This design comes from an exercise in tuning for small area and a short achievable clock period on the open sky130 flow, not from production work.
No functional check of the RTL was part of any run shown here.
Power is estimated from default activity; no workload was simulated.

**flow/config.mk**
```make
export PLATFORM = sky130hd
export DESIGN_NAME = joltage_select_sum
export DESIGN_NICKNAME = joltage_select_sum
export VERILOG_FILES = /design/flow/design.v
export SDC_FILE = /design/flow/constraint.sdc
export NUM_CORES = 4
export LEC_CHECK = 0
export CAP_MARGIN = 20
export CORE_MARGIN = 2
export CORE_UTILIZATION = 55
export SETUP_SLACK_MARGIN = 3.5
export SLEW_MARGIN = 20
```
**flow/constraint.sdc**
```tcl
create_clock -name core_clock -period 9.0 [get_ports {clk}]
set_input_delay 1.8000 -clock core_clock [delete_from_list [all_inputs] [get_ports {clk}]]
set_output_delay 1.8000 -clock core_clock [all_outputs]
set_load 0.01 [all_outputs]
```
**flow/design.v**
```verilog
module joltage_select_sum #(
  parameter int MAX_K = 12,
  parameter int VAL_W = 40,
  parameter int SUM_W = 64,
  parameter int CNT_W = 32,
  localparam int KW   = $clog2(MAX_K+1)
)(
  input  logic             clk,
  input  logic             rst_n,
  input  logic [KW-1:0]    k_sel,
  input  logic [3:0]       in_digit,
  input  logic             in_last,
  input  logic             in_valid,
  output logic             in_ready,
  input  logic             sum_clr,
  output logic             line_valid,
  output logic [VAL_W-1:0] line_value,
  output logic             line_short,
  output logic [SUM_W-1:0] sum_out,
  output logic [CNT_W-1:0] lines_done,
  output logic [2:0]       error
);
  logic [MAX_K-1:0][3:0] dig, cand;
  logic [MAX_K-1:1] shf_q, asc_nxt, shf_nxt;
  logic [VAL_W:0]   val_a, val_b, va_nxt, vb_nxt, csa_s, csa_c;
  logic [VAL_W-1:0] val;
  logic [KW-1:0]    cnt, k_r, k_nxt;
  logic             live, fin, in_line;
  logic             acc, upd, clr, dig_ok, k_ok, short_l, add_ok;
  logic [VAL_W:0]   add_lo;
  logic [SUM_W-1:0] sum_nxt;
  logic             carry;
  logic [CNT_W-1:0] lines_nxt;
  logic [2:0]       err_set;
  assign in_ready = live && !fin;
  assign acc      = in_valid && in_ready;
  assign dig_ok   = (in_digit <= 4'd9);
  assign upd      = acc && dig_ok;
  assign clr      = fin || !live;
  assign k_ok     = (k_sel != '0) && (k_sel <= KW'(MAX_K));
  assign short_l  = (cnt < k_r);
  assign add_ok   = fin && !short_l;
  assign k_nxt = in_line ? k_r : (k_ok ? k_sel : KW'(MAX_K));
  always_comb begin
    cand[0] = (shf_q[1] || in_digit > dig[0]) ? in_digit : dig[0];
    for (int j = 1; j < MAX_K; j++)
      cand[j] = shf_q[j] ? dig[j-1] : dig[j];
    for (int j = 1; j < MAX_K; j++)
      asc_nxt[j] = (KW'(j) < k_nxt) && (cand[j] < cand[j-1]);
    shf_nxt[MAX_K-1] = asc_nxt[MAX_K-1];
    for (int j = MAX_K-2; j >= 1; j--)
      shf_nxt[j] = shf_nxt[j+1] | asc_nxt[j];
  end
  jss_bcd2bin u_conv (.d(cand), .va(va_nxt), .vb(vb_nxt));
  assign line_valid = fin;
  assign line_short = fin && short_l;
  assign line_value = add_ok ? val : '0;
  jss_cpa_bk #(.W(VAL_W)) u_val (.a(val_a[VAL_W-1:0]), .b(val_b[VAL_W-1:0]), .s(val));
  assign csa_s = {1'b0, sum_out[VAL_W-1:0]} ^ val_a ^ val_b;
  assign csa_c = {(sum_out[VAL_W-1:0] & val_a[VAL_W-1:0]) | (sum_out[VAL_W-1:0] & val_b[VAL_W-1:0]) |
                   (val_a[VAL_W-1:0] & val_b[VAL_W-1:0]), 1'b0};
  jss_cpa_bk #(.W(VAL_W+1)) u_add (.a(csa_s), .b(csa_c), .s(add_lo));
  jss_inc #(.W(SUM_W-VAL_W)) u_inc_hi (.a(sum_out[SUM_W-1:VAL_W]), .ci(add_lo[VAL_W]), .s(sum_nxt[SUM_W-1:VAL_W]), .co(carry));
  assign sum_nxt[VAL_W-1:0] = add_lo[VAL_W-1:0];
  jss_inc #(.W(CNT_W)) u_inc_lines (.a(lines_done), .ci(1'b1), .s(lines_nxt), .co());
  assign err_set = {add_ok && carry,
                    (fin && short_l) || (acc && !in_line && !k_ok),
                    acc && !dig_ok};
  always_ff @(posedge clk or negedge rst_n) begin
    if (!rst_n) begin
      live    <= 1'b0;
      fin     <= 1'b0;
    end else begin
      live <= 1'b1;
      fin  <= acc && in_last;
    end
  end
  always_ff @(posedge clk) begin
    if (clr) begin
      in_line <= 1'b0;
      dig     <= '0;
      shf_q   <= '0;
      cnt     <= '0;
    end else begin
      if (acc) in_line <= !in_last;
      if (upd) begin
        dig   <= cand;
        shf_q <= shf_nxt;
        if (cnt != KW'(MAX_K)) cnt <= cnt + 1'b1;
      end
    end
  end
  always_ff @(posedge clk) begin
    if (acc && !in_line) k_r <= k_ok ? k_sel : KW'(MAX_K);
    if (upd) begin
      val_a <= va_nxt;
      val_b <= vb_nxt;
    end
  end
  always_ff @(posedge clk or negedge rst_n) begin
    if (!rst_n) begin
      sum_out    <= '0;
      lines_done <= '0;
      error      <= '0;
    end else if (sum_clr) begin
      sum_out    <= '0;
      lines_done <= '0;
      error      <= '0;
    end else begin
      error <= error | err_set;
      if (fin) lines_done <= lines_nxt;
      if (add_ok) sum_out <= sum_nxt;
    end
  end
endmodule
module jss_inc #(parameter int W = 24) (
  input  logic [W-1:0] a,
  input  logic         ci,
  output logic [W-1:0] s,
  output logic         co
);
  localparam int L = $clog2(W);
  logic [W-1:0] p [0:L];
  always_comb begin
    p[0] = a;
    for (int l = 0; l < L; l++)
      for (int i = 0; i < W; i++)
        if ((i >> l) & 1) p[l+1][i] = p[l][i] & p[l][((i >> l) << l) - 1];
        else              p[l+1][i] = p[l][i];
    s[0] = a[0] ^ ci;
    for (int i = 1; i < W; i++) s[i] = a[i] ^ (ci & p[L][i-1]);
    co = ci & p[L][W-1];
  end
endmodule
module jss_bcd2bin (input logic [47:0] d, output logic [40:0] va, output logic [40:0] vb);
  wire w1 = d[5] | d[7];
  wire w2 = d[1] ^ d[4];
  wire w3 = d[1] & d[4];
  wire w4 = w3 ^ d[2] ^ d[5];
  wire w5 = (w3 & d[2]) | (w3 & d[5]) | (d[2] & d[5]);
  wire w6 = w5 ^ d[3] ^ d[6];
  wire w7 = (w5 & d[3]) | (w5 & d[6]) | (d[3] & d[6]);
  wire w8 = w6 ^ d[4];
  wire w9 = w6 & d[4];
  wire w10 = w9 ^ w7 ^ w1;
  wire w11 = (w9 & w7) | (w9 & w1) | (w7 & w1);
  wire w12 = w11 ^ d[6];
  wire w13 = w11 & d[6];
  wire w14 = w13 ^ d[7];
  wire w15 = w13 & d[7];
  wire w16 = d[13] | d[15];
  wire w17 = d[9] ^ d[12];
  wire w18 = d[9] & d[12];
  wire w19 = w18 ^ d[10] ^ d[13];
  wire w20 = (w18 & d[10]) | (w18 & d[13]) | (d[10] & d[13]);
  wire w21 = w20 ^ d[11] ^ d[14];
  wire w22 = (w20 & d[11]) | (w20 & d[14]) | (d[11] & d[14]);
  wire w23 = w21 ^ d[12];
  wire w24 = w21 & d[12];
  wire w25 = w24 ^ w22 ^ w16;
  wire w26 = (w24 & w22) | (w24 & w16) | (w22 & w16);
  wire w27 = w26 ^ d[14];
  wire w28 = w26 & d[14];
  wire w29 = w28 ^ d[15];
  wire w30 = w28 & d[15];
  wire w31 = d[21] | d[23];
  wire w32 = d[17] ^ d[20];
  wire w33 = d[17] & d[20];
  wire w34 = w33 ^ d[18] ^ d[21];
  wire w35 = (w33 & d[18]) | (w33 & d[21]) | (d[18] & d[21]);
  wire w36 = w35 ^ d[19] ^ d[22];
  wire w37 = (w35 & d[19]) | (w35 & d[22]) | (d[19] & d[22]);
  wire w38 = w36 ^ d[20];
  wire w39 = w36 & d[20];
  wire w40 = w39 ^ w37 ^ w31;
  wire w41 = (w39 & w37) | (w39 & w31) | (w37 & w31);
  wire w42 = w41 ^ d[22];
  wire w43 = w41 & d[22];
  wire w44 = w43 ^ d[23];
  wire w45 = w43 & d[23];
  wire w46 = d[29] | d[31];
  wire w47 = d[25] ^ d[28];
  wire w48 = d[25] & d[28];
  wire w49 = w48 ^ d[26] ^ d[29];
  wire w50 = (w48 & d[26]) | (w48 & d[29]) | (d[26] & d[29]);
  wire w51 = w50 ^ d[27] ^ d[30];
  wire w52 = (w50 & d[27]) | (w50 & d[30]) | (d[27] & d[30]);
  wire w53 = w51 ^ d[28];
  wire w54 = w51 & d[28];
  wire w55 = w54 ^ w52 ^ w46;
  wire w56 = (w54 & w52) | (w54 & w46) | (w52 & w46);
  wire w57 = w56 ^ d[30];
  wire w58 = w56 & d[30];
  wire w59 = w58 ^ d[31];
  wire w60 = w58 & d[31];
  wire w61 = d[37] | d[39];
  wire w62 = d[33] ^ d[36];
  wire w63 = d[33] & d[36];
  wire w64 = w63 ^ d[34] ^ d[37];
  wire w65 = (w63 & d[34]) | (w63 & d[37]) | (d[34] & d[37]);
  wire w66 = w65 ^ d[35] ^ d[38];
  wire w67 = (w65 & d[35]) | (w65 & d[38]) | (d[35] & d[38]);
  wire w68 = w66 ^ d[36];
  wire w69 = w66 & d[36];
  wire w70 = w69 ^ w67 ^ w61;
  wire w71 = (w69 & w67) | (w69 & w61) | (w67 & w61);
  wire w72 = w71 ^ d[38];
  wire w73 = w71 & d[38];
  wire w74 = w73 ^ d[39];
  wire w75 = w73 & d[39];
  wire w76 = d[45] | d[47];
  wire w77 = d[41] ^ d[44];
  wire w78 = d[41] & d[44];
  wire w79 = w78 ^ d[42] ^ d[45];
  wire w80 = (w78 & d[42]) | (w78 & d[45]) | (d[42] & d[45]);
  wire w81 = w80 ^ d[43] ^ d[46];
  wire w82 = (w80 & d[43]) | (w80 & d[46]) | (d[43] & d[46]);
  wire w83 = w81 ^ d[44];
  wire w84 = w81 & d[44];
  wire w85 = w84 ^ w82 ^ w76;
  wire w86 = (w84 & w82) | (w84 & w76) | (w82 & w76);
  wire w87 = w86 ^ d[46];
  wire w88 = w86 & d[46];
  wire w89 = w88 ^ d[47];
  wire w90 = w88 & d[47];
  wire w91 = 1'b1 ^ ~d[40];
  wire w92 = 1'b1 & ~d[40];
  wire w93 = ~w77 ^ w85;
  wire w94 = ~w77 & w85;
  wire w95 = 1'b1 ^ d[32];
  wire w96 = w95 ^ w49;
  wire w97 = (1'b1 & d[32]) | (w95 & w49);
  wire w98 = w62 ^ d[24];
  wire w99 = w98 ^ w53;
  wire w100 = (w62 & d[24]) | (w98 & w53);
  wire w101 = d[40] ^ w64;
  wire w102 = w101 ^ w47;
  wire w103 = (d[40] & w64) | (w101 & w47);
  wire w104 = w55 ^ ~w34;
  wire w105 = w55 & ~w34;
  wire w106 = w77 ^ w68;
  wire w107 = w106 ^ w49;
  wire w108 = (w77 & w68) | (w106 & w49);
  wire w109 = w57 ^ d[16];
  wire w110 = w109 ^ ~w38;
  wire w111 = (w57 & d[16]) | (w109 & ~w38);
  wire w112 = 1'b1 ^ w79;
  wire w113 = w112 ^ w70;
  wire w114 = (1'b1 & w79) | (w112 & w70);
  wire w115 = w53 ^ w59;
  wire w116 = w115 ^ w32;
  wire w117 = (w53 & w59) | (w115 & w32);
  wire w118 = w91 ^ w83;
  wire w119 = w118 ^ ~d[32];
  wire w120 = (w91 & w83) | (w118 & ~d[32]);
  wire w121 = w72 ^ w55;
  wire w122 = w121 ^ d[16];
  wire w123 = (w72 & w55) | (w121 & d[16]);
  wire w124 = w34 ^ ~w42;
  wire w125 = w34 & ~w42;
  wire w126 = w92 ^ w93;
  wire w127 = w126 ^ ~w62;
  wire w128 = (w92 & w93) | (w126 & ~w62);
  wire w129 = w74 ^ d[24];
  wire w130 = w129 ^ w57;
  wire w131 = (w74 & d[24]) | (w129 & w57);
  wire w132 = w32 ^ w38;
  wire w133 = w132 ^ ~w44;
  wire w134 = (w32 & w38) | (w132 & ~w44);
  wire w135 = w94 ^ 1'b1;
  wire w136 = w135 ^ ~w79;
  wire w137 = (w94 & 1'b1) | (w135 & ~w79);
  wire w138 = w87 ^ ~w64;
  wire w139 = w138 ^ w47;
  wire w140 = (w87 & ~w64) | (w138 & w47);
  wire w141 = w59 ^ w34;
  wire w142 = w141 ^ w40;
  wire w143 = (w59 & w34) | (w141 & w40);
  wire w144 = ~w83 ^ w89;
  wire w145 = w144 ^ ~w68;
  wire w146 = (~w83 & w89) | (w144 & ~w68);
  wire w147 = ~d[24] ^ w49;
  wire w148 = w147 ^ w38;
  wire w149 = (~d[24] & w49) | (w147 & w38);
  wire w150 = 1'b1 ^ ~w85;
  wire w151 = w150 ^ ~d[32];
  wire w152 = (1'b1 & ~w85) | (w150 & ~d[32]);
  wire w153 = ~w70 ^ ~w47;
  wire w154 = w153 ^ w53;
  wire w155 = (~w70 & ~w47) | (w153 & w53);
  wire w156 = 1'b1 ^ ~d[40];
  wire w157 = w156 ^ ~w87;
  wire w158 = (1'b1 & ~d[40]) | (w156 & ~w87);
  wire w159 = ~w62 ^ ~w72;
  wire w160 = w159 ^ ~w49;
  wire w161 = (~w62 & ~w72) | (w159 & ~w49);
  wire w162 = 1'b1 ^ ~w77;
  wire w163 = w162 ^ ~w89;
  wire w164 = (1'b1 & ~w77) | (w162 & ~w89);
  wire w165 = ~d[32] ^ ~w64;
  wire w166 = w165 ^ ~w74;
  wire w167 = (~d[32] & ~w64) | (w165 & ~w74);
  wire w168 = ~w53 ^ w57;
  wire w169 = ~w53 & w57;
  wire w170 = d[40] ^ ~w79;
  wire w171 = w170 ^ ~w62;
  wire w172 = (d[40] & ~w79) | (w170 & ~w62);
  wire w173 = ~w68 ^ d[24];
  wire w174 = w173 ^ ~w55;
  wire w175 = (~w68 & d[24]) | (w173 & ~w55);
  wire w176 = 1'b1 ^ w77;
  wire w177 = w176 ^ ~w83;
  wire w178 = (1'b1 & w77) | (w176 & ~w83);
  wire w179 = ~w64 ^ ~w70;
  wire w180 = ~w64 & ~w70;
  wire w181 = 1'b1 ^ w79;
  wire w182 = w181 ^ ~w85;
  wire w183 = (1'b1 & w79) | (w181 & ~w85);
  wire w184 = ~w68 ^ ~w72;
  wire w185 = ~w68 & ~w72;
  wire w186 = w83 ^ ~w87;
  wire w187 = w83 & ~w87;
  wire w188 = 1'b1 ^ w32;
  wire w189 = 1'b1 & w32;
  wire w190 = d[24] ^ w34;
  wire w191 = w190 ^ ~w17;
  wire w192 = (d[24] & w34) | (w190 & ~w17);
  wire w193 = w47 ^ w38;
  wire w194 = w193 ^ d[8];
  wire w195 = (w47 & w38) | (w193 & d[8]);
  wire w196 = w96 ^ ~d[16];
  wire w197 = w196 ^ w40;
  wire w198 = (w96 & ~d[16]) | (w196 & w40);
  wire w199 = w17 ^ ~w23;
  wire w200 = w17 & ~w23;
  wire w201 = w97 ^ w99;
  wire w202 = w201 ^ ~w32;
  wire w203 = (w97 & w99) | (w201 & ~w32);
  wire w204 = w42 ^ w19;
  wire w205 = w204 ^ ~w25;
  wire w206 = (w42 & w19) | (w204 & ~w25);
  wire w207 = w100 ^ w104;
  wire w208 = w207 ^ w102;
  wire w209 = (w100 & w104) | (w207 & w102);
  wire w210 = w44 ^ w23;
  wire w211 = w210 ^ ~w27;
  wire w212 = (w44 & w23) | (w210 & ~w27);
  wire w213 = w105 ^ w103;
  wire w214 = w213 ^ w110;
  wire w215 = (w105 & w103) | (w213 & w110);
  wire w216 = w107 ^ w25;
  wire w217 = w216 ^ ~w29;
  wire w218 = (w107 & w25) | (w216 & ~w29);
  wire w219 = w111 ^ w108;
  wire w220 = w219 ^ w116;
  wire w221 = (w111 & w108) | (w219 & w116);
  wire w222 = w113 ^ ~w40;
  wire w223 = w222 ^ w27;
  wire w224 = (w113 & ~w40) | (w222 & w27);
  wire w225 = w117 ^ w114;
  wire w226 = w225 ^ w124;
  wire w227 = (w117 & w114) | (w225 & w124);
  wire w228 = w122 ^ w119;
  wire w229 = w228 ^ w29;
  wire w230 = (w122 & w119) | (w228 & w29);
  wire w231 = w125 ^ w123;
  wire w232 = w231 ^ w120;
  wire w233 = (w125 & w123) | (w231 & w120);
  wire w234 = w133 ^ w130;
  wire w235 = w234 ^ w127;
  wire w236 = (w133 & w130) | (w234 & w127);
  wire w237 = w134 ^ w131;
  wire w238 = w237 ^ w128;
  wire w239 = (w134 & w131) | (w237 & w128);
  wire w240 = w142 ^ w139;
  wire w241 = w240 ^ w136;
  wire w242 = (w142 & w139) | (w240 & w136);
  wire w243 = w143 ^ w140;
  wire w244 = w243 ^ w137;
  wire w245 = (w143 & w140) | (w243 & w137);
  wire w246 = w148 ^ w145;
  wire w247 = w246 ^ w42;
  wire w248 = (w148 & w145) | (w246 & w42);
  wire w249 = w149 ^ w146;
  wire w250 = w249 ^ w154;
  wire w251 = (w149 & w146) | (w249 & w154);
  wire w252 = w151 ^ w40;
  wire w253 = w252 ^ w44;
  wire w254 = (w151 & w40) | (w252 & w44);
  wire w255 = w155 ^ w152;
  wire w256 = w255 ^ w160;
  wire w257 = (w155 & w152) | (w255 & w160);
  wire w258 = w157 ^ w55;
  wire w259 = w258 ^ w42;
  wire w260 = (w157 & w55) | (w258 & w42);
  wire w261 = w161 ^ w158;
  wire w262 = w261 ^ w168;
  wire w263 = (w161 & w158) | (w261 & w168);
  wire w264 = w166 ^ w163;
  wire w265 = w264 ^ w44;
  wire w266 = (w166 & w163) | (w264 & w44);
  wire w267 = w169 ^ w167;
  wire w268 = w267 ^ w164;
  wire w269 = (w169 & w167) | (w267 & w164);
  wire w270 = w174 ^ w171;
  wire w271 = w270 ^ w59;
  wire w272 = (w174 & w171) | (w270 & w59);
  wire w273 = w175 ^ w172;
  wire w274 = w273 ^ w179;
  wire w275 = (w175 & w172) | (w273 & w179);
  wire w276 = w177 ^ w47;
  wire w277 = w276 ^ ~w57;
  wire w278 = (w177 & w47) | (w276 & ~w57);
  wire w279 = w180 ^ w178;
  wire w280 = w279 ^ w184;
  wire w281 = (w180 & w178) | (w279 & w184);
  wire w282 = w182 ^ w49;
  wire w283 = w282 ^ ~w59;
  wire w284 = (w182 & w49) | (w282 & ~w59);
  wire w285 = w185 ^ w183;
  wire w286 = w285 ^ w186;
  wire w287 = (w185 & w183) | (w285 & w186);
  wire w288 = ~w70 ^ ~w74;
  wire w289 = w288 ^ w53;
  wire w290 = (~w70 & ~w74) | (w288 & w53);
  wire w291 = w187 ^ w85;
  wire w292 = w291 ^ ~w89;
  wire w293 = (w187 & w85) | (w291 & ~w89);
  wire w294 = ~w72 ^ w55;
  wire w295 = ~w72 & w55;
  wire w296 = 1'b1 ^ w87;
  wire w297 = w296 ^ ~d[32];
  wire w298 = (1'b1 & w87) | (w296 & ~d[32]);
  wire w299 = ~w74 ^ w57;
  wire w300 = ~w74 & w57;
  wire w301 = d[40] ^ w89;
  wire w302 = w301 ^ ~w62;
  wire w303 = (d[40] & w89) | (w301 & ~w62);
  wire w304 = 1'b1 ^ w77;
  wire w305 = 1'b1 & w77;
  wire w306 = 1'b1 ^ d[40];
  wire w307 = w306 ^ w79;
  wire w308 = (1'b1 & d[40]) | (w306 & w79);
  wire w309 = 1'b1 ^ w77;
  wire w310 = w309 ^ w83;
  wire w311 = (1'b1 & w77) | (w309 & w83);
  wire w312 = 1'b1 ^ d[40];
  wire w313 = w312 ^ w79;
  wire w314 = (1'b1 & d[40]) | (w312 & w79);
  wire w315 = w85 ^ w68;
  wire w316 = w85 & w68;
  wire w317 = 1'b1 ^ w77;
  wire w318 = w317 ^ w83;
  wire w319 = (1'b1 & w77) | (w317 & w83);
  wire w320 = w87 ^ w70;
  wire w321 = w320 ^ ~w74;
  wire w322 = (w87 & w70) | (w320 & ~w74);
  wire w323 = w79 ^ w85;
  wire w324 = w323 ^ w89;
  wire w325 = (w79 & w85) | (w323 & w89);
  wire w326 = 1'b1 ^ d[40];
  wire w327 = w326 ^ w83;
  wire w328 = (1'b1 & d[40]) | (w326 & w83);
  wire w329 = 1'b1 ^ w77;
  wire w330 = 1'b1 & w77;
  wire w331 = w188 ^ ~d[8];
  wire w332 = w188 & ~d[8];
  wire w333 = w189 ^ w191;
  wire w334 = w333 ^ w25;
  wire w335 = (w189 & w191) | (w333 & w25);
  wire w336 = w192 ^ w194;
  wire w337 = w336 ^ ~w19;
  wire w338 = (w192 & w194) | (w336 & ~w19);
  wire w339 = w195 ^ w199;
  wire w340 = w339 ^ w197;
  wire w341 = (w195 & w199) | (w339 & w197);
  wire w342 = w200 ^ w198;
  wire w343 = w342 ^ w205;
  wire w344 = (w200 & w198) | (w342 & w205);
  wire w345 = w206 ^ w203;
  wire w346 = w345 ^ w211;
  wire w347 = (w206 & w203) | (w345 & w211);
  wire w348 = w212 ^ w209;
  wire w349 = w348 ^ w217;
  wire w350 = (w212 & w209) | (w348 & w217);
  wire w351 = w218 ^ w215;
  wire w352 = w351 ^ w223;
  wire w353 = (w218 & w215) | (w351 & w223);
  wire w354 = w224 ^ w221;
  wire w355 = w354 ^ w229;
  wire w356 = (w224 & w221) | (w354 & w229);
  wire w357 = w230 ^ w227;
  wire w358 = w357 ^ w235;
  wire w359 = (w230 & w227) | (w357 & w235);
  wire w360 = w236 ^ w233;
  wire w361 = w360 ^ w241;
  wire w362 = (w236 & w233) | (w360 & w241);
  wire w363 = w242 ^ w239;
  wire w364 = w363 ^ w247;
  wire w365 = (w242 & w239) | (w363 & w247);
  wire w366 = w248 ^ w245;
  wire w367 = w366 ^ w253;
  wire w368 = (w248 & w245) | (w366 & w253);
  wire w369 = w254 ^ w251;
  wire w370 = w369 ^ w259;
  wire w371 = (w254 & w251) | (w369 & w259);
  wire w372 = w260 ^ w257;
  wire w373 = w372 ^ w265;
  wire w374 = (w260 & w257) | (w372 & w265);
  wire w375 = w266 ^ w263;
  wire w376 = w375 ^ w271;
  wire w377 = (w266 & w263) | (w375 & w271);
  wire w378 = w272 ^ w269;
  wire w379 = w378 ^ w277;
  wire w380 = (w272 & w269) | (w378 & w277);
  wire w381 = w278 ^ w275;
  wire w382 = w381 ^ w283;
  wire w383 = (w278 & w275) | (w381 & w283);
  wire w384 = w284 ^ w281;
  wire w385 = w384 ^ w289;
  wire w386 = (w284 & w281) | (w384 & w289);
  wire w387 = w290 ^ w287;
  wire w388 = w387 ^ w294;
  wire w389 = (w290 & w287) | (w387 & w294);
  wire w390 = w295 ^ w293;
  wire w391 = w390 ^ w299;
  wire w392 = (w295 & w293) | (w390 & w299);
  wire w393 = w300 ^ w298;
  wire w394 = w393 ^ w302;
  wire w395 = (w300 & w298) | (w393 & w302);
  wire w396 = w303 ^ w304;
  wire w397 = w396 ^ d[32];
  wire w398 = (w303 & w304) | (w396 & d[32]);
  wire w399 = w305 ^ w307;
  wire w400 = w399 ^ w62;
  wire w401 = (w305 & w307) | (w399 & w62);
  wire w402 = w308 ^ w310;
  wire w403 = w402 ^ w64;
  wire w404 = (w308 & w310) | (w402 & w64);
  wire w405 = w311 ^ w315;
  wire w406 = w405 ^ w313;
  wire w407 = (w311 & w315) | (w405 & w313);
  wire w408 = w316 ^ w314;
  wire w409 = w408 ^ w321;
  wire w410 = (w316 & w314) | (w408 & w321);
  wire w411 = w322 ^ w319;
  wire w412 = w411 ^ w324;
  wire w413 = (w322 & w319) | (w411 & w324);
  wire w414 = w325 ^ w327;
  wire w415 = w414 ^ w87;
  wire w416 = (w325 & w327) | (w414 & w87);
  wire w417 = w328 ^ w329;
  wire w418 = w417 ^ w85;
  wire w419 = (w328 & w329) | (w417 & w85);
  wire w420 = w330 ^ 1'b1;
  wire w421 = w420 ^ w79;
  wire w422 = (w330 & 1'b1) | (w420 & w79);
  wire w423 = 1'b1 ^ w83;
  wire w424 = 1'b1 & w83;
  wire w425 = d[16] ^ w19;
  wire w426 = d[16] & w19;
  wire w427 = w331 ^ w23;
  wire w428 = w427 ^ w12;
  wire w429 = (w331 & w23) | (w427 & w12);
  wire w430 = w332 ^ w334;
  wire w431 = w430 ^ w14;
  wire w432 = (w332 & w334) | (w430 & w14);
  wire w433 = w335 ^ w337;
  wire w434 = w433 ^ w27;
  wire w435 = (w335 & w337) | (w433 & w27);
  wire w436 = w338 ^ w340;
  wire w437 = w436 ^ w29;
  wire w438 = (w338 & w340) | (w436 & w29);
  wire w439 = w341 ^ w343;
  wire w440 = w439 ^ w202;
  wire w441 = (w341 & w343) | (w439 & w202);
  wire w442 = w344 ^ w346;
  wire w443 = w442 ^ w208;
  wire w444 = (w344 & w346) | (w442 & w208);
  wire w445 = w347 ^ w349;
  wire w446 = w445 ^ w214;
  wire w447 = (w347 & w349) | (w445 & w214);
  wire w448 = w350 ^ w352;
  wire w449 = w448 ^ w220;
  wire w450 = (w350 & w352) | (w448 & w220);
  wire w451 = w353 ^ w355;
  wire w452 = w451 ^ w226;
  wire w453 = (w353 & w355) | (w451 & w226);
  wire w454 = w356 ^ w358;
  wire w455 = w454 ^ w232;
  wire w456 = (w356 & w358) | (w454 & w232);
  wire w457 = w359 ^ w361;
  wire w458 = w457 ^ w238;
  wire w459 = (w359 & w361) | (w457 & w238);
  wire w460 = w362 ^ w364;
  wire w461 = w460 ^ w244;
  wire w462 = (w362 & w364) | (w460 & w244);
  wire w463 = w365 ^ w367;
  wire w464 = w463 ^ w250;
  wire w465 = (w365 & w367) | (w463 & w250);
  wire w466 = w368 ^ w370;
  wire w467 = w466 ^ w256;
  wire w468 = (w368 & w370) | (w466 & w256);
  wire w469 = w371 ^ w373;
  wire w470 = w469 ^ w262;
  wire w471 = (w371 & w373) | (w469 & w262);
  wire w472 = w374 ^ w376;
  wire w473 = w472 ^ w268;
  wire w474 = (w374 & w376) | (w472 & w268);
  wire w475 = w377 ^ w379;
  wire w476 = w475 ^ w274;
  wire w477 = (w377 & w379) | (w475 & w274);
  wire w478 = w380 ^ w382;
  wire w479 = w478 ^ w280;
  wire w480 = (w380 & w382) | (w478 & w280);
  wire w481 = w383 ^ w385;
  wire w482 = w481 ^ w286;
  wire w483 = (w383 & w385) | (w481 & w286);
  wire w484 = w386 ^ w388;
  wire w485 = w484 ^ w292;
  wire w486 = (w386 & w388) | (w484 & w292);
  wire w487 = w389 ^ w391;
  wire w488 = w487 ^ w297;
  wire w489 = (w389 & w391) | (w487 & w297);
  wire w490 = w392 ^ w394;
  wire w491 = w490 ^ w59;
  wire w492 = (w392 & w394) | (w490 & w59);
  wire w493 = w395 ^ w397;
  wire w494 = w493 ^ ~w64;
  wire w495 = (w395 & w397) | (w493 & ~w64);
  wire w496 = w398 ^ w400;
  wire w497 = w496 ^ ~w68;
  wire w498 = (w398 & w400) | (w496 & ~w68);
  wire w499 = w401 ^ w403;
  wire w500 = w499 ^ ~w70;
  wire w501 = (w401 & w403) | (w499 & ~w70);
  wire w502 = w404 ^ w406;
  wire w503 = w502 ^ ~w72;
  wire w504 = (w404 & w406) | (w502 & ~w72);
  wire w505 = w407 ^ w409;
  wire w506 = w505 ^ w318;
  wire w507 = (w407 & w409) | (w505 & w318);
  wire w508 = w410 ^ w412;
  wire w509 = w508 ^ w72;
  wire w510 = (w410 & w412) | (w508 & w72);
  wire w511 = w413 ^ w415;
  wire w512 = w511 ^ w74;
  wire w513 = (w413 & w415) | (w511 & w74);
  wire w514 = w416 ^ w418;
  wire w515 = w514 ^ w89;
  wire w516 = (w416 & w418) | (w514 & w89);
  wire w517 = w419 ^ w421;
  wire w518 = w517 ^ w87;
  wire w519 = (w419 & w421) | (w517 & w87);
  wire w520 = w422 ^ w423;
  wire w521 = w520 ^ w89;
  wire w522 = (w422 & w423) | (w520 & w89);
  wire w523 = w424 ^ 1'b1;
  wire w524 = w523 ^ w85;
  wire w525 = (w424 & 1'b1) | (w523 & w85);
  wire w526 = 1'b1 ^ w87;
  wire w527 = 1'b1 & w87;
  wire w528 = 1'b1 ^ w89;
  wire w529 = 1'b1 & w89;
  wire [40:0] ra = {1'b1, w528, w526, w524, w521, w518, w515, w512, w509, w506, w503, w500, w497, w494, w491, w488, w485, w482, w479, w476, w473, w470, w467, w464, w461, w458, w455, w452, w449, w446, w443, w440, w437, w434, w431, w428, w10, w8, w4, w2, d[0]};
  wire [40:0] rb = {w529, w527, w525, w522, w519, w516, w513, w510, w507, w504, w501, w498, w495, w492, w489, w486, w483, w480, w477, w474, w471, w468, w465, w462, w459, w456, w453, w450, w447, w444, w441, w438, w435, w432, w429, w426, w425, w17, d[8], 1'b0, 1'b0};
  assign va = ra;
  assign vb = rb;
endmodule
module jss_cpa_sklansky #(parameter int W = 40) (input logic [W-1:0] a, b, output logic [W-1:0] s);
  localparam int L = $clog2(W);
  logic [W-1:0] g [0:L];
  logic [W-1:0] p [0:L];
  always_comb begin
    g[0] = a & b; p[0] = a ^ b;
    for (int l = 0; l < L; l++)
      for (int i = 0; i < W; i++)
        if ((i >> l) & 1) begin
          g[l+1][i] = g[l][i] | (p[l][i] & g[l][((i >> l) << l) - 1]);
          p[l+1][i] = p[l][i] & p[l][((i >> l) << l) - 1];
        end else begin
          g[l+1][i] = g[l][i]; p[l+1][i] = p[l][i];
        end
    s[0] = p[0][0];
    for (int i = 1; i < W; i++) s[i] = p[0][i] ^ g[L][i-1];
  end
endmodule
module jss_cpa_ripple #(parameter int W = 40) (input logic [W-1:0] a, b, output logic [W-1:0] s);
  logic [W:0] c;
  always_comb begin
    c[0] = 1'b0;
    for (int i = 0; i < W; i++) begin
      s[i] = a[i] ^ b[i] ^ c[i];
      c[i+1] = (a[i] & b[i]) | (a[i] & c[i]) | (b[i] & c[i]);
    end
  end
endmodule
module jss_cpa_bk #(parameter int W = 40) (input logic [W-1:0] a, b, output logic [W-1:0] s);
  localparam int L = $clog2(W);
  logic [W-1:0] g, p;
  always_comb begin
    g = a & b; p = a ^ b;
    for (int l = 0; l < L; l++)
      for (int i = 0; i < W; i++)
        if (((i + 1) % (2 << l)) == 0) begin
          g[i] = g[i] | (p[i] & g[i - (1 << l)]);
          p[i] = p[i] & p[i - (1 << l)];
        end
    for (int l = L - 1; l >= 0; l--)
      for (int i = 0; i < W; i++)
        if (((i + 1) % (2 << l)) == (1 << l) && i >= (2 << l) + (1 << l) - 1) begin
          g[i] = g[i] | (p[i] & g[i - (1 << l)]);
          p[i] = p[i] & p[i - (1 << l)];
        end
    s[0] = a[0] ^ b[0];
    for (int i = 1; i < W; i++) s[i] = a[i] ^ b[i] ^ g[i-1];
  end
endmodule
```
**flow/run.sh**
```bash
#!/bin/bash
# synth_recipe.tcl (not shown) runs the flow's synth.tcl, then flattens the netlist and writes it again
# the make line also repeats each setting of config.mk as NAME=value (left out here)
make -C /OpenROAD-flow-scripts/flow DESIGN_CONFIG=/design/flow/config.mk WORK_HOME=/design/flow/orfs CLKGATE_MAP_FILE= SYNTH_SCRIPT=/design/flow/synth_recipe.tcl finish
```
==> results of run 1 <==
routing by layer:
layer / GRT usage (%) / up-vias / share of wire [%]
met5: 0 / - / 0
met1: 37.3 / 6628 / 48
li1: - / 6504 / -
met2: 38.3 / 264 / 45
met3: 2.86 / 72 / 4.2
met4: 7.49 / 0 / 2.8
state kept, by name (all words and copies together) (netlist names):
name        cells
cnt             4
dig            48
error           3
fin             1
in_line         1
k_r             4
lines_done     32
live            1
shf_q          11
sum_out        64
val_a          40
val_b          39
report_power, final:
group          switching, W  total [W]  leakage, nW  internal, W
registers         0.0000197    0.00120         2.61      0.00118
clock network      0.000472    0.00111        0.429     0.000636
logic              0.000144   0.000237         7.01    0.0000934
cells in the mapped netlist (28+ instances only):
| library cell | number | area [um2] |
|---|---|---|
| sky130_fd_sc_hd__nor2_1 | 120 | 450 |
| sky130_fd_sc_hd__nand2_1 | 115 | 432 |
| sky130_fd_sc_hd__edfxtp_1 | 83 | 2490 |
| sky130_fd_sc_hd__fa_1 | 211 | 4220 |
| sky130_fd_sc_hd__xnor2_1 | 55 | 482 |
| sky130_fd_sc_hd__dfxtp_1 | 64 | 1280 |
| sky130_fd_sc_hd__dfrtp_1 | 101 | 2530 |
| sky130_fd_sc_hd__o21ai_0 | 75 | 375 |
| sky130_fd_sc_hd__and2_1 | 28 | 175 |
| sky130_fd_sc_hd__inv_1 | 290 | 1090 |
| sky130_fd_sc_hd__a21oi_1 | 89 | 445 |
| sky130_fd_sc_hd__clkbuf_1 | 47 | 176 |
| sky130_fd_sc_hd__nand3_1 | 83 | 415 |
| sky130_fd_sc_hd__a21o_1 | 33 | 248 |
| sky130_fd_sc_hd__ha_1 | 172 | 2150 |
| sky130_fd_sc_hd__mux2i_1 | 49 | 490 |
worst max-delay path by stage:
stage                   startpoint                  to  cells past startpoint
2_1_floorplan          in_digit[1]  val_a[5]$_DFFE_PP_                     20
3_3_place_gp           in_digit[1]  val_a[5]$_DFFE_PP_                     21
3_5_place_dp           in_digit[1]  val_a[5]$_DFFE_PP_                     21
4_1_cts         val_b[2]$_DFFE_PP_      line_value[39]                     14
5_1_grt        val_b[19]$_DFFE_PP_      line_value[38]                     11
6_report        val_b[2]$_DFFE_PP_      line_value[38]                     13
cell type report:
| type | instances | area, um2 | area share [%] |
|---|---|---|---|
| Clock buffer | 31 | 722 | 3.20 |
| Inverter | 292 | 1100 | 4.90 |
| Clock inverter | 21 | 175 | 0.777 |
| Timing Repair Buffer | 180 | 1720 | 7.63 |
| Multi-Input combinational cell | 1255 | 11900 | 53.0 |
| Sequential cell | 248 | 6320 | 28.0 |
| Tap cell | 455 | 569 | 2.52 |
per-stage QoR:
| stage | cells | utilization [%] | setup slack (ns) | power, W |
|---|---|---|---|---|
| detailed placement | 2416 | 61.7 | 2.74 | 0.00145 |
| CTS | 2473 | 64.7 | 3.45 | 0.00257 |
| global placement | 2416 | 61.7 | 2.81 | 0.00144 |
| floorplan | 1857 | - | 3.50 | 0.00138 |
| global route | 2482 | 65.3 | 3.39 | 0.00264 |
| finish | 2482 | 65.3 | 3.57 | 0.00254 |
worst max-delay path, cell delays in order (launching register included):
cell and delay, ns:
sky130_fd_sc_hd__edfxtp_1 0.42, sky130_fd_sc_hd__ha_2 0.22, sky130_fd_sc_hd__fa_2 0.37, sky130_fd_sc_hd__nand3_2 0.10, sky130_fd_sc_hd__a21oi_2 0.07, sky130_fd_sc_hd__o21ai_1 0.14
sky130_fd_sc_hd__and2_4 0.19, sky130_fd_sc_hd__o21ai_4 0.08, sky130_fd_sc_hd__o2bb2ai_4 0.17, sky130_fd_sc_hd__a311oi_4 0.33, sky130_fd_sc_hd__o31ai_4 0.09, sky130_fd_sc_hd__fa_2 0.56
sky130_fd_sc_hd__and2_1 0.11, sky130_fd_sc_hd__clkdlybuf4s15_2 0.22
repair_timing:
action	CTS	global route
pin swaps	7	8
gates resized for setup	48	45
endpoints found under the setup margin	39	38
setup buffers	5	9
kinds of logic after synthesis:
| logic type | synth area share, % |
|---|---|
| other | 0.0194 |
| muxes | 3.01 |
| DFF | 32.6 |
| xor gates and xnor gates | 3.36 |
| buffers and inverters | 6.95 |
| adders and majority gates | 33.0 |
| AOI/OAI and AO/OA | 10.0 |
| and+or+nand+nor | 11.0 |
==> results.sh, run 1 <==
export IMPL_first_global_vias=13600
export IMPL_cts_reportedPaths_clkPinSlew_ns=0.06
export IMPL_synthesis_instances=1857
export IMPL_cts_h_tree_depth=1
export IMPL_initial_core_util_pct=55.9
export IMPL_layout_cell_area_non_filler_um2=22600
export IMPL_fmax_mhz=184
export IMPL_period_utilisation_layout_pct=60.3
export IMPL_post_route_setup_tns_ns=0
export IMPL_r2r_start="shf_q[11]$_SDFFE_PN0P_"
export IMPL_dieWidth_um=191
export IMPL_vias_per_cell=5.43
export IMPL_p_per_area_nw_per_um2=113
export IMPL_timing_setup_critical_path_class="flip-flop to output port"
export IMPL_gr_total_overflow=0
export IMPL_ant_nets=0
export IMPL_grt_pass1_wl_um=72100
export IMPL_count_of_flip_flops_with_a_built_in_enable_after_synthesis=83
export IMPL_grt_usage_pct=24.9
export IMPL_detail_route_wirelength_um=44000
export IMPL_status="timing/DRC/antenna clean"
export IMPL_hold_buffers=0
export IMPL_synthesized_netlist_net_count=2253
export IMPL_drv_slew=0
export IMPL_timing_reg2reg_setup_slack_ns=3.68
export IMPL_grt_antenna_before_repair=0
export IMPL_setup_viol=0
export IMPL_layout_filler_cells=2869
export IMPL_dr_total_vias=13500
export IMPL_hold_viol=0
export IMPL_floorplan_die_height_um=191
export IMPL_gp_congestion=0.914
export IMPL_maxCapViolations=0
export IMPL_cts_inserted_buffers=28
export IMPL_syn_area_per_cell_um2=10.4
export IMPL_layout_min_cycle_time_ns=5.43
export IMPL_vdd_ir_drop_max_mv=0.136
export IMPL_clock_sink_count=248
export IMPL_worstSkewPairLatency_ns=0.57
export IMPL_placeableCoreArea_um2=34500
export IMPL_slew_headroom_pct=32.8
export IMPL_yosysWarnings=7
export IMPL_first_pass_iters=5
export IMPL_finalClockSkew_ns=0.0202
export IMPL_syn_area_um2=19300
export IMPL_dpl_hpwl_um=34800
export IMPL_avgRoutedWirePerCell_um=17.7
export IMPL_final_nets=2401
export IMPL_route_detailed_drc=0
export IMPL_critical_path_endpoint_type="output port"
export IMPL_synth_ff_latch_count=248
export IMPL_grt_start_max_net_pins=97
export IMPL_whs_ns=0.452
export IMPL_io_pin_count=155
export IMPL_layout_cell_share_with_drive_strength_beyond_1_pct=8.14
export IMPL_crit_reg2reg_capture="val_a[14]$_DFFE_PP_"
export IMPL_tritoncts="yes"
export IMPL_placement_io_buffers=154
export IMPL_timing_hold_worst_start="dig[46]$_SDFFE_PN0P_"
export IMPL_netlist_cell_type_count=74
export IMPL_die_area_um2=36600
export IMPL_grt_setup_unrepaired="yes"
export IMPL_clock_root_buffer="sky130_fd_sc_hd__clkbuf_16"
export IMPL_ys_seq_area_share_pct=32.6
export IMPL_min_path_type="flip-flop to flip-flop"
export IMPL_rows=68
export IMPL_synth_top_flop_cell="sky130_fd_sc_hd__dfrtp_1"
export IMPL_min_delay_path_depth=2
export IMPL_ctsLongestPathBuffers=3
export IMPL_timing_critical_path_fanout_max=4
export IMPL_area_growth_synth_to_final_pct=16.8
export IMPL_ys_async_sr_fraction_pct=40.7
export IMPL_hold_end="dig[46]$_SDFFE_PN0P_"
export IMPL_cp_start_kind="flip-flop"
export IMPL_tightest_slew_ns=1.00
export IMPL_place_area_um2=21300
export IMPL_most_frequent_cells_in_the_layout="sky130_fd_sc_hd__inv_1 (285), sky130_fd_sc_hd__fa_1 (206), sky130_fd_sc_hd__ha_1 (163)"
export IMPL_drtIter0Drc=713
export IMPL_critical_path_required_ns=7.20
export IMPL_number_of_cells_on_the_worst_reg_to_reg_path=17
export IMPL_p_leak_nw=10.1
export IMPL_arrival_ns=3.63
export IMPL_layout_commonest_cell="sky130_fd_sc_hd__inv_1"
export IMPL_num_antenna_cells=0
==> run 2, diff against run 1 <==
--- a/flow/config.mk
+++ b/flow/config.mk
@@ -10,3 +10,3 @@
 export CORE_UTILIZATION = 55
-export SETUP_SLACK_MARGIN = 3.5
+export SETUP_SLACK_MARGIN = 4.5
 export SLEW_MARGIN = 20
==> results.sh, run 2 <==
export IMPL_status="timing/DRC/antenna clean"
export IMPL_fmax_mhz=187
export IMPL_layout_filler_cells=2431
export IMPL_num_antenna_cells=0
export IMPL_cp_start_kind="flip-flop"
export IMPL_pwr_share_seq_pct=44.0
export IMPL_grt_setup_unrepaired="yes"
export IMPL_most_frequent_cells_in_the_layout="sky130_fd_sc_hd__inv_1 (232), sky130_fd_sc_hd__fa_1 (142), sky130_fd_sc_hd__ha_1 (136)"
export IMPL_syn_area_per_cell_um2=10.4
export IMPL_placeableCoreArea_um2=34500
export IMPL_tritoncts="yes"
export IMPL_syn_area_um2=19300
export IMPL_area_sequential_um2=6350
export IMPL_arrival_ns=3.54
export IMPL_critical_path_required_ns=7.20
export IMPL_slew_headroom_pct=29.3
export IMPL_post_route_setup_tns_ns=0
export IMPL_critical_path_endpoint_type="output port"
export IMPL_dpl_hpwl_um=34600
export IMPL_drtIter0Drc=798
export IMPL_dr_total_vias=14600
export IMPL_count_of_flip_flops_with_a_built_in_enable_after_synthesis=83
export IMPL_cts_reportedPaths_clkPinSlew_ns=0.06
export IMPL_layout_cell_area_non_filler_um2=25300
export IMPL_min_path_type="flip-flop to flip-flop"
export IMPL_netlist_cell_type_count=74
export IMPL_layout_cell_share_with_drive_strength_beyond_1_pct=26.7
export IMPL_layout_min_cycle_time_ns=5.34
export IMPL_first_pass_iters=5
export IMPL_vias_per_cell=5.49
export IMPL_switchingPower_w=0.000687
export IMPL_synth_ff_latch_count=248
export IMPL_ant_nets=0
export IMPL_synth_top_cells_by_area="sky130_fd_sc_hd__fa_1 (22%), sky130_fd_sc_hd__dfrtp_1 (13%), sky130_fd_sc_hd__edfxtp_1 (13%), sky130_fd_sc_hd__ha_1 (11%), sky130_fd_sc_hd__dfxtp_1 (6.6%)"
export IMPL_multi_input_area_um2=12800
export IMPL_place_area_um2=21600
export IMPL_crit_path_cell_trace="ha_1 > a21oi_1 > o21bai_1 > a21oi_1 > o2bb2ai_4 > a311oi_2 > buf_4 > nor2_1 > fa_2 > and2_4 > buf_6"
export IMPL_grt_usage_pct=27.4
export IMPL_avgRoutedWirePerCell_um=19.2
export IMPL_dieWidth_um=191
export IMPL_grt_pass1_wl_um=78800
export IMPL_ys_seq_area_share_pct=32.6
export IMPL_clock_sink_count=248
export IMPL_io_pin_count=155
export IMPL_synthesis_instances=1857
export IMPL_synth_common_cells="sky130_fd_sc_hd__inv_1 (290), sky130_fd_sc_hd__fa_1 (211), sky130_fd_sc_hd__ha_1 (172)"
export IMPL_grt_start_max_net_pins=99
export IMPL_timing_critical_path_fanout_max=4
export IMPL_timing_setup_critical_path_class="flip-flop to output port"
export IMPL_largestRegisters="sum_out x64, dig x48, val_a x40"
export IMPL_cts_h_tree_depth=1
export IMPL_largest_register_ffs=64
export IMPL_ctsLongestPathBuffers=3
export IMPL_die_area_um2=36600
export IMPL_initial_core_util_pct=55.9
export IMPL_final_nets=2586
export IMPL_finalClockSkew_ns=0.0165
export IMPL_path_common_cell="sky130_fd_sc_hd__a21oi_1"
export IMPL_hold_viol=0
export IMPL_detail_route_wirelength_um=51300
export IMPL_netlist_top_cell_by_area="sky130_fd_sc_hd__fa_1"
export IMPL_synth_top_flop_cell="sky130_fd_sc_hd__dfrtp_1"
export IMPL_top_register="sum_out"
export IMPL_tightest_slew_ns=1.05
export IMPL_yosysWarnings=7
export IMPL_layout_commonest_cell="sky130_fd_sc_hd__inv_1"
export IMPL_route_detailed_drc=0
export IMPL_area_growth_synth_to_final_pct=30.9
export IMPL_grt_antenna_before_repair=0
export IMPL_floorplan_die_height_um=191
export IMPL_synth_most_common_cell="sky130_fd_sc_hd__inv_1"
export IMPL_p_leak_nw=11.0
export IMPL_p_per_area_nw_per_um2=107
export IMPL_power_clock_fraction_pct=45.2
export IMPL_pwr_share_comb_pct=10.9
export IMPL_first_global_vias=14700
export IMPL_gr_total_overflow=0
export IMPL_rows=68
export IMPL_vdd_ir_drop_max_mv=0.139
export IMPL_worstSkewPairLatency_ns=0.58
export IMPL_clock_root_buffer="sky130_fd_sc_hd__clkbuf_16"
export IMPL_gp_congestion=0.874
export IMPL_period_utilisation_layout_pct=59.3
export IMPL_synthesized_netlist_net_count=2253
export IMPL_swShare_pct=25.3
export IMPL_cts_inserted_buffers=30
export IMPL_setup_viol=0
export IMPL_cpPeakStageDelay_ns=0.54
export IMPL_cpMaxStageDelayCell="sky130_fd_sc_hd__fa_2"
export IMPL_share_of_the_synthesized_area_in_the_top_cell_type_pct=21.9
export IMPL_ys_async_sr_fraction_pct=40.7
export IMPL_p_int_w=0.00203
export IMPL_placement_io_buffers=154
export IMPL_maxCapViolations=0
export IMPL_drv_slew=0
-- run 2: cell count changes in the layout (fill, tap and decap cells not counted), sizes merged --
cell           previous run  this run
buf                      29       231
clkdlybuf4s50           129       107
clkbuf                   35        44
clkdlybuf4s15             2        11
dlymetal6s2s              9         1
clkinv                   13         8
clkinvlp                  8         3
inv                     290       294
bufbuf                    0         2
o211ai                    4         5
-- run 2: cells by family after synthesis --
family	synth area share, %
flops	32.6
simple gates	11.0
fa+ha+maj	33.0
xor+xnor	3.36
buf+inv	6.95
other cells	0.0194
compound gates	10.0
mux	3.01
-- run 2: power groups by stage --
stage | clock network (W) | registers [W] | logic, W
4_1_cts | 0.00125 | 0.00119 | 0.000275
3_5_place_dp | 0 | 0.00122 | 0.000231
3_3_place_gp | 0 | 0.00122 | 0.000225
2_1_floorplan | 0 | 0.00121 | 0.000170
6_report | 0.00123 | 0.00119 | 0.000295
5_1_grt | 0.00130 | 0.00119 | 0.000325
-- run 2: area by class of cell --
type | instances | share of cell area (%)
Timing Repair Buffer | 362 | 13.4
Inverter | 292 | 4.48
Clock inverter | 15 | 0.589
Clock buffer | 41 | 3.38
Tap cell | 455 | 2.25
Sequential cell | 248 | 25.1
Multi-Input combinational cell | 1256 | 50.8
-- run 2: worst max-delay path, delay by kind of cell (launching register included) --
kind                     cells  cell delay [ns]
AO/OA/AOI/OAI                5             1.11
adder cells (fa/ha/maj)      2             0.94
flip-flops                   1             0.46
buffers and inverters        2             0.27
AND/OR/NAND/NOR              2             0.18
-- run 2: timing repair --
action / 4_1_cts / 5_1_grt
setup endpoints to repair: 122 / 125
hold buffers: 0 / 0
cloned: 2 / 1
pin swaps: 109 / 68
resized for setup: 335 / 131
setup buffers: 155 / 40
-- run 2: worst paths after layout --
kind | to | depth (start not counted) | slack [ns] | from
max | line_value[36] | 11 | 3.66 | val_a[25]$_DFFE_PP_
min | dig[46]$_SDFFE_PN0P_ | 2 | 0.45 | dig[46]$_SDFFE_PN0P_
max reg2reg | val_a[14]$_DFFE_PP_ | 18 | 3.98 | shf_q[10]$_SDFFE_PN0P_
min reg2reg | dig[46]$_SDFFE_PN0P_ | 2 | 0.45 | dig[46]$_SDFFE_PN0P_
max in group asynchronous | sum_out[32]$_DFFE_PN0P_ | 2 | 6.55 | rst_n
min in group asynchronous | lines_done[3]$_DFFE_PN0P_ | 1 | 1.21 | rst_n
-- run 2: per-layer routing --
metal	share of wire (%)	vias to the layer above	global-route usage, %	wire length (um)
li1	-	6884	-	-
met3	4.4	125	3.60	2250
met2	47	382	45.2	24200
met4	4.2	0	8.22	2160
met5	0	-	0	0
met1	44	7251	38.0	22700
-- run 2: per-stage QoR --
step | setup slack (ns) | total power, W | cells | util (%) | hold slack [ns]
floorplan | 3.50 | 0.00138 | 1857 | - | 0.432
global placement | 2.82 | 0.00144 | 2415 | 62.5 | 0.442
detailed placement | 2.70 | 0.00145 | 2415 | 62.5 | 0.448
CTS | 3.65 | 0.00272 | 2628 | 71.2 | 0.458
global route | 3.53 | 0.00282 | 2669 | 73.1 | 0.478
finish | 3.66 | 0.00271 | 2669 | 73.1 | 0.455

-- re-timing with driven ports --
No port has a modelled driver above. Below, the same layouts with a new extraction and two added sets of constraints. Step 1 (the two cells are an assumption about what drives the block):
set clk [get_ports {clk}]
set_driving_cell -lib_cell sky130_fd_sc_hd__clkbuf_16 $clk
set_driving_cell -lib_cell sky130_fd_sc_hd__buf_2 [delete_from_list [all_inputs] $clk]
Step 2 moves the port delays by t, midway between the first and last clock arrival at a register: inputs arrive t later, outputs are due t later. That takes back most of the time a late clock gives input paths. a / b / c = ideal / step 1 / step 2; a / b = the first two.
run | shift t [ns] | setup WS [ns] | worst hold slack (ns) | pins driven straight from the clock port
run 1 | 0.608 | 3.572 / 3.519 / 3.108 | 0.452 / 0.452 / 0.452 | 1
run 2 | 0.629 | 3.665 / 3.604 / 3.230 | 0.455 / 0.455 / 0.455 | 1
After both steps setup and hold are still met in every run listed. For run 1, which loses most, drivers alone change the setup slack by -0.053 ns; drivers and shift together by -0.464 ns.
